Source: an optimization exercise on an open RTL-to-GDS flow (aim: small area). Production flows keep margins and buffers that such runs may drop.
In this exercise RTL edits were held to simulation tests only and were not proved equivalent to the original.
Power figures rest on the tool's default switching activity, not on a simulated workload.

## flow/config.mk

```make
export PLATFORM = sky130hd
export DESIGN_NAME = renameStage
export DESIGN_NICKNAME = renameStage
export VERILOG_FILES = /design/flow/design.v
export SDC_FILE = /design/flow/constraint.sdc
export NUM_CORES = 4
export LEC_CHECK = 0
export CAP_MARGIN = 40
export CORE_MARGIN = 2
export CORE_UTILIZATION = 25
export PLACE_DENSITY = 0.4
export SLEW_MARGIN = 40
```

## flow/constraint.sdc

```tcl
create_clock -name core_clock -period 3.4 [get_ports {Clk}]
set_input_delay 0.6800 -clock core_clock [delete_from_list [all_inputs] [get_ports {Clk}]]
set_output_delay 0.6800 -clock core_clock [all_outputs]
set_load 0.01 [all_outputs]
```

## flow/design.v

```verilog
package renamePkg;
    localparam int NumWays = 4;          
    localparam int NumSrcs = 2;          
    localparam int NumArchRegs = 32;
    localparam int NumPhysRegs = 128;
    localparam int ArchBits = $clog2(NumArchRegs);
    localparam int PhysBits = $clog2(NumPhysRegs);
endpackage
module renameMapTable (
    input  logic Clk,
    input  logic rst,
    input  logic flush,
    input  logic stall,
    input  logic [renamePkg::NumWays-1:0][renamePkg::NumSrcs-1:0][renamePkg::ArchBits-1:0] srcArch,
    input  logic [renamePkg::NumWays-1:0]                        dstValid,
    input  logic [renamePkg::NumWays-1:0][renamePkg::ArchBits-1:0] dstArch,
    input  logic [renamePkg::NumWays-1:0][renamePkg::PhysBits-1:0] dstPhys,
    output logic [renamePkg::NumWays-1:0][renamePkg::NumSrcs-1:0][renamePkg::PhysBits-1:0] tableSrcPhys,
    output logic [renamePkg::NumWays-1:0][renamePkg::PhysBits-1:0] tableDstPhys
);
    logic [renamePkg::PhysBits-1:0] mapTable [renamePkg::NumArchRegs];
    always_ff @(posedge Clk) begin
        if (rst || flush) begin
            for (int i = 0; i < renamePkg::NumArchRegs; i++) begin
                mapTable[i] <= renamePkg::PhysBits'(i);
            end
        end else if (!stall) begin
            for (int w = 0; w < renamePkg::NumWays; w++) begin
                if (dstValid[w]) begin
                    mapTable[dstArch[w]] <= dstPhys[w];
                end
            end
        end
    end
    always_comb begin
        for (int w = 0; w < renamePkg::NumWays; w++) begin
            for (int s = 0; s < renamePkg::NumSrcs; s++) begin
                tableSrcPhys[w][s] = mapTable[srcArch[w][s]];
            end
            tableDstPhys[w] = mapTable[dstArch[w]];    
        end
    end
endmodule
module groupDependency (
    input  logic [renamePkg::NumWays-1:0][renamePkg::NumSrcs-1:0][renamePkg::ArchBits-1:0] srcArch,
    input  logic [renamePkg::NumWays-1:0]                        dstValid,
    input  logic [renamePkg::NumWays-1:0][renamePkg::ArchBits-1:0] dstArch,
    input  logic [renamePkg::NumWays-1:0][renamePkg::PhysBits-1:0] dstPhys,
    input  logic [renamePkg::NumWays-1:0][renamePkg::NumSrcs-1:0][renamePkg::PhysBits-1:0] tableSrcPhys,
    input  logic [renamePkg::NumWays-1:0][renamePkg::PhysBits-1:0] tableDstPhys,
    output logic [renamePkg::NumWays-1:0][renamePkg::NumSrcs-1:0][renamePkg::PhysBits-1:0] resolvedSrcPhys,
    output logic [renamePkg::NumWays-1:0][renamePkg::PhysBits-1:0] resolvedPrevPhys
);
    function automatic logic [renamePkg::PhysBits-1:0] forwardPhys(
        input logic [renamePkg::ArchBits-1:0] arch,
        input int                             way,
        input logic [renamePkg::PhysBits-1:0] tableValue
    );
        forwardPhys = tableValue;
        for (int e = 0; e < renamePkg::NumWays; e++) begin
            if (e < way && dstValid[e] && (dstArch[e] == arch)) begin
                forwardPhys = dstPhys[e];
            end
        end
    endfunction
    always_comb begin
        for (int w = 0; w < renamePkg::NumWays; w++) begin
            for (int s = 0; s < renamePkg::NumSrcs; s++) begin
                resolvedSrcPhys[w][s] = forwardPhys(srcArch[w][s], w, tableSrcPhys[w][s]);
            end
            resolvedPrevPhys[w] = forwardPhys(dstArch[w], w, tableDstPhys[w]);
        end
    end
endmodule
module renameOutputStage (
    input  logic Clk,
    input  logic rst,
    input  logic flush,
    input  logic stall,
    input  logic [renamePkg::NumWays-1:0][renamePkg::NumSrcs-1:0]                        srcValid,
    input  logic [renamePkg::NumWays-1:0]                                                dstValid,
    input  logic [renamePkg::NumWays-1:0][renamePkg::PhysBits-1:0]                       dstPhys,
    input  logic [renamePkg::NumWays-1:0][renamePkg::NumSrcs-1:0][renamePkg::PhysBits-1:0] resolvedSrcPhys,
    input  logic [renamePkg::NumWays-1:0][renamePkg::PhysBits-1:0]                       resolvedPrevPhys,
    output logic [renamePkg::NumWays-1:0][renamePkg::NumSrcs-1:0]                        outSrcValid,
    output logic [renamePkg::NumWays-1:0][renamePkg::NumSrcs-1:0][renamePkg::PhysBits-1:0] outSrcPhys,
    output logic [renamePkg::NumWays-1:0]                                                outDstValid,
    output logic [renamePkg::NumWays-1:0][renamePkg::PhysBits-1:0]                       outDstPhys,
    output logic [renamePkg::NumWays-1:0]                                                prevValid,
    output logic [renamePkg::NumWays-1:0][renamePkg::PhysBits-1:0]                       prevPhys
);
    always_ff @(posedge Clk) begin
        if (rst || flush || stall) begin
            for (int w = 0; w < renamePkg::NumWays; w++) begin
                for (int s = 0; s < renamePkg::NumSrcs; s++) begin
                    outSrcValid[w][s] <= 1'b0;
                    outSrcPhys[w][s]  <= '0;
                end
                outDstValid[w] <= 1'b0;
                outDstPhys[w]  <= '0;
                prevValid[w]   <= 1'b0;
                prevPhys[w]    <= '0;
            end
        end else begin
            for (int w = 0; w < renamePkg::NumWays; w++) begin
                for (int s = 0; s < renamePkg::NumSrcs; s++) begin
                    outSrcValid[w][s] <= srcValid[w][s];
                    outSrcPhys[w][s]  <= srcValid[w][s] ? resolvedSrcPhys[w][s] : '0;
                end
                outDstValid[w] <= dstValid[w];
                outDstPhys[w]  <= dstValid[w] ? dstPhys[w] : '0;
                prevValid[w] <= dstValid[w];
                prevPhys[w]  <= dstValid[w] ? resolvedPrevPhys[w] : '0;
            end
        end
    end
endmodule
module renameStage (
    input  logic        Clk,
    input  logic        rst,
    input  logic        flush,
    input  logic        stall,
    input  logic [7:0]  srcValid,
    input  logic [39:0] srcArch,
    input  logic [3:0]  dstValid,
    input  logic [19:0] dstArch,
    input  logic [27:0] dstPhys,
    output logic [7:0]  outSrcValid,
    output logic [55:0] outSrcPhys,
    output logic [3:0]  outDstValid,
    output logic [27:0] outDstPhys,
    output logic [3:0]  prevValid,
    output logic [27:0] prevPhys
);
    logic [renamePkg::NumWays-1:0][renamePkg::NumSrcs-1:0][renamePkg::PhysBits-1:0] tableSrcPhys;
    logic [renamePkg::NumWays-1:0][renamePkg::PhysBits-1:0]                       tableDstPhys;
    logic [renamePkg::NumWays-1:0][renamePkg::NumSrcs-1:0][renamePkg::PhysBits-1:0] resolvedSrcPhys;
    logic [renamePkg::NumWays-1:0][renamePkg::PhysBits-1:0]                       resolvedPrevPhys;
    renameMapTable uMapTable (
        .Clk          (Clk),
        .rst          (rst),
        .flush        (flush),
        .stall        (stall),
        .srcArch      (srcArch),
        .dstValid     (dstValid),
        .dstArch      (dstArch),
        .dstPhys      (dstPhys),
        .tableSrcPhys (tableSrcPhys),
        .tableDstPhys (tableDstPhys)
    );
    groupDependency uGroupDep (
        .srcArch          (srcArch),
        .dstValid         (dstValid),
        .dstArch          (dstArch),
        .dstPhys          (dstPhys),
        .tableSrcPhys     (tableSrcPhys),
        .tableDstPhys     (tableDstPhys),
        .resolvedSrcPhys  (resolvedSrcPhys),
        .resolvedPrevPhys (resolvedPrevPhys)
    );
    renameOutputStage uOutputStage (
        .Clk              (Clk),
        .rst              (rst),
        .flush            (flush),
        .stall            (stall),
        .srcValid         (srcValid),
        .dstValid         (dstValid),
        .dstPhys          (dstPhys),
        .resolvedSrcPhys  (resolvedSrcPhys),
        .resolvedPrevPhys (resolvedPrevPhys),
        .outSrcValid      (outSrcValid),
        .outSrcPhys       (outSrcPhys),
        .outDstValid      (outDstValid),
        .outDstPhys       (outDstPhys),
        .prevValid        (prevValid),
        .prevPhys         (prevPhys)
    );
endmodule
```

## flow/run.sh

```bash
#!/bin/bash
# synth_recipe.tcl (not shown) runs the flow's synth.tcl, then flattens the netlist and writes it again
# the make line also repeats each setting of config.mk as NAME=value (left out here)
make -C /OpenROAD-flow-scripts/flow DESIGN_CONFIG=/design/flow/config.mk WORK_HOME=/design/flow/orfs CLKGATE_MAP_FILE= SYNTH_SCRIPT=/design/flow/synth_recipe.tcl finish
```

==> results.py <==
metrics = {
    "run_status": {
        "status": "finished clean",
    },
    "route": {
        "top_layer_used": "met5",
        "met3WireLength_um": 52370,
        "ant_nets": 0,
        "wl_per_cell_um": 49.12,
        "vias": 51370,
        "drtPass1Iterations": 9,
        "wl_met1_um": 126100,
        "drt_iter0_drc": 9519,
        "drc": 0,
        "drt-total-wl_um": 355000,
        "route.met2.wl_um": 141300,
        "vias_per_cell": 7.108,
    },
    "timing": {
        "hold_violations": 0,
        "fin_crit_sh_pct": 97.92,
        "max_slew_margin_pct": 24.01,
        "slew_viol_final": 0,
        "rsz0062_at_grt": "no",
        "fin_worst_skew_ns": 0.03658,
        "worst-slew-pin-transition_ns": 1.140,
        "period_minus_slack_ns": 3.329,
        "fmax_ghz": 0.3004,
        "holdWs_ns": 0.4879,
        "setup_viol": 0,
    },
    "placed_design": {
        "dp_hpwl_um": 262100,
        "dpl_cell_area_mm2": 0.05464,
        "gp_congestion": 1.101,
        "dpl.cell_count": 7036,
        "io_buffers": 231,
    },
    "pwr": {
        "power.leakage_nw": 20.21,
        "ir_worst_vdd_mv": 0.3329,
        "p_per_area_mw_per_mm2": 306.4,
    },
    "setup_path": {
        "r2r-end": "uOutputStage.outSrcPhys[28]$_SDFF_PP0_",
        "startpoint_type": "input port",
        "r2r_cells": 7,
        "cp_slowest_stage_delay_ns": 0.83,
        "path_class": "in2reg",
        "regToRegStartpoint": "uMapTable.mapTable[25][0]$_DFFE_PP_",
        "r2r_slack_ns": 0.43,
        "critPathMostFrequentCell": "buf_4",
        "cp.required_ns": 3.97,
        "cp_cell_sequence": "clkdlybuf4s50_1 > or4b_2 > buf_4 > buf_4 > nor3_1 > nor2_1 > buf_4 > nand3_1 > a21oi_1",
        "critPathSlowestCell": "or4b_2",
        "end_kind": "register",
        "cp.arrival_ns": 3.90,
        "critPathMaxFanout": 20,
    },
    "job": {
        "maxCapViolations": 0,
    },
    "clock_network": {
        "cts_buffers": 50,
        "hold_buffers": 0,
        "cts_root_buf": "clkbuf_16",
        "cts-htree-levels": 2,
        "tritoncts": "yes",
        "clock_path_buffers": 3,
        "clk_pin_slew_worst_paths_ns": 0.06,
        "cts.sinks": 348,
        "cts_resized": 0,
        "insertion_delay_ns": 0.75,
        "post_cts.repair.setup_buffers": 0,
    },
    "yosys": {
        "synth_cell_types": 83,
        "synth_edf_count": 224,
        "synthFlopType": "edfxtp_1",
        "ys_seq_elements": 348,
        "synth_area_leaders": "mux4_2 34%, edfxtp_1 16%, dfxtp_1 5.8%",
        "synth_fp_nets": 4280,
        "syn_area_per_cell_um2": 10.30,
        "synth.largest_area_cell": "mux4_2",
        "postSynthCellCount": 4176,
        "ys_async_sr_fraction_pct": 0,
        "synth_top_area_share_pct": 33.98,
        "synth.cell_area_mm2": 0.04301,
        "yosysWarnings": 3,
        "ys_seq_area_share_pct": 21.41,
    },
    "hold_path": {
        "worstHoldPathCells": 2,
        "holdCritStartpoint": "dstPhys[21]",
        "hold_end": "uOutputStage.outDstPhys[21]$_SDFF_PP0_",
        "hold_path.class": "in2reg",
    },
    "floorplan": {
        "fp.dieW_um": 418.8,
        "ioPinCount": 232,
        "die_h_um": 418.8,
        "dieArea_mm2": 0.1754,
        "coreArea_mm2": 0.1714,
        "row_count": 152,
        "start_util_pct": 25.10,
    },
    "final_layout": {
        "layout-drive-gt1-share_pct": 41.14,
        "fin_nets": 4900,
        "area_growth_pct": 31.80,
        "layout_common_cells": "842 x buf_4, 649 x mux4_2, 290 x nand2_1",
        "final_common_cell": "buf_4",
        "final_cell_area_mm2": 0.05669,
        "n_fill_cell": 17460,
        "fin_cells": 7227,
    },
    "grt": {
        "grt_max_degree": 57,
        "grt_pass1_wl_um": 458700,
        "grt_overflow": 0,
        "grt_usage_pct": 39.36,
        "grt_pass1_vias": 46680,
        "antenna_found_initial": 65,
    },
}
## synthesized netlist by cell type (all sizes together), types with 37 or more instances
library cell,number
a221oi,80
nand2,293
a22oi,125
a21oi,160
nand3,105
mux4,649
nand4,45
a221o,99
a211oi,72
dfxtp,124
o21ai,316
buf,216
xnor2,37
o22ai,44
o221ai,40
clkbuf,477
a31oi,46
nor2,262
xor2,53
nor2b,72
edfxtp,224
mux2i,164
nor3,117
## per-stage QoR
step	utilization (%)	TNS, ns	power [mW]	worst slack [ns]
floorplan	-	0	7.983	0.6190
CTS	32.83	0	16.93	0.2337
global route	32.98	0	17.42	0.1163
finish	33.08	0	17.37	0.07083
detailed placement	31.89	-65.85	11.39	-0.5190
global placement	31.31	-66.97	11.25	-0.4618
## kinds of logic after synthesis
logic type / synth area share [%]
AOI/OAI and AO/OA: 17.47
and+or+nand+nor: 13.46
muxes: 38.74
buffers and inverters: 7.089
DFF: 21.41
xor gates and xnor gates: 1.833
## cell type report
class	count	area, µm²	area share [%]
Multi-Input combinational cell	3102	30810	54.35
Timing Repair Buffer	1261	11830	20.87
Sequential cell	348	9209	16.24
Tap cell	2310	2890	5.098
Clock buffer	59	1285	2.267
Clock inverter	34	340.3	0.6003
Antenna cell	80	200.2	0.3531
Inverter	33	127.6	0.2251
## critical path, delay by kind of cell
kind                   cells  cell delay [ns]
and+or+nand+nor            4             1.70
AOI/OAI and AO/OA          1             0.15
buffers and inverters      4             1.31
## layer usage
metal	up-vias	global-route usage, %
li1	18130	-
met1	25950	46.62
met2	5574	53.96
met3	1689	18.55
met4	24	31.33
met5	-	1.500
## state kept, by name, summed over array words and instances, names as in the netlist
register                  count
uOutputStage.outSrcValid      8
uOutputStage.outSrcPhys      56
uOutputStage.outDstPhys      28
uOutputStage.prevPhys        28
uMapTable.mapTable          224
uOutputStage.prevValid        4
## power breakdown
part	total [mW]	switching (mW)	internal, mW
clock network	5.53	2.44	3.09
registers	5.52	0.836	4.69
logic	6.32	3.73	2.58
total	17.4	7.01	10.4
## worst max-delay path by stage
stage / slack (ns) / endpoint / startpoint / depth (start not counted)
final: 0.07 / uOutputStage.outSrcPhys[45]$_SDFF_PP0_ / stall / 9
after global routing: 0.12 / uOutputStage.outSrcPhys[45]$_SDFF_PP0_ / stall / 9
after CTS: 0.23 / uOutputStage.outSrcPhys[48]$_SDFF_PP0_ / stall / 9
after detailed placement: -0.52 / uOutputStage.outSrcPhys[48]$_SDFF_PP0_ / stall / 9
after global placement: -0.46 / uOutputStage.outSrcPhys[48]$_SDFF_PP0_ / stall / 9
after floorplan: 0.62 / uOutputStage.outSrcPhys[12]$_SDFF_PP0_ / srcArch[5] / 5

[afterwards: timing with drivers on the ports]
Ports are ideal in the flow. The routed layout listed here was re-timed in OpenROAD.
Step 1 (the two cells are an assumption about what drives the block):
set clk [get_ports {Clk}]
set_driving_cell -lib_cell sky130_fd_sc_hd__clkbuf_16 $clk
set_driving_cell -lib_cell sky130_fd_sc_hd__buf_2 [delete_from_list [all_inputs] $clk]
Step 2 moves the port delays by t, midway between the first and last clock arrival at a register: inputs arrive t later, outputs are due t later. That takes back most of the time a late clock gives input paths.
Slacks: ideal ports / drivers / drivers and shift; pairs: ideal ports / drivers.
t, ns: 0.815
setup WS [ns]: 0.071 / 0.134 / -0.681
latest minus earliest clock arrival (ns): 0.037 / 0.036
worst register clock-pin slew, ns: 0.07 / 0.07
With both steps, setup timing fails in this run, where it was met with ideal ports. The setup slack of this run moves by +0.063 ns with the drivers and by -0.752 ns with both steps.
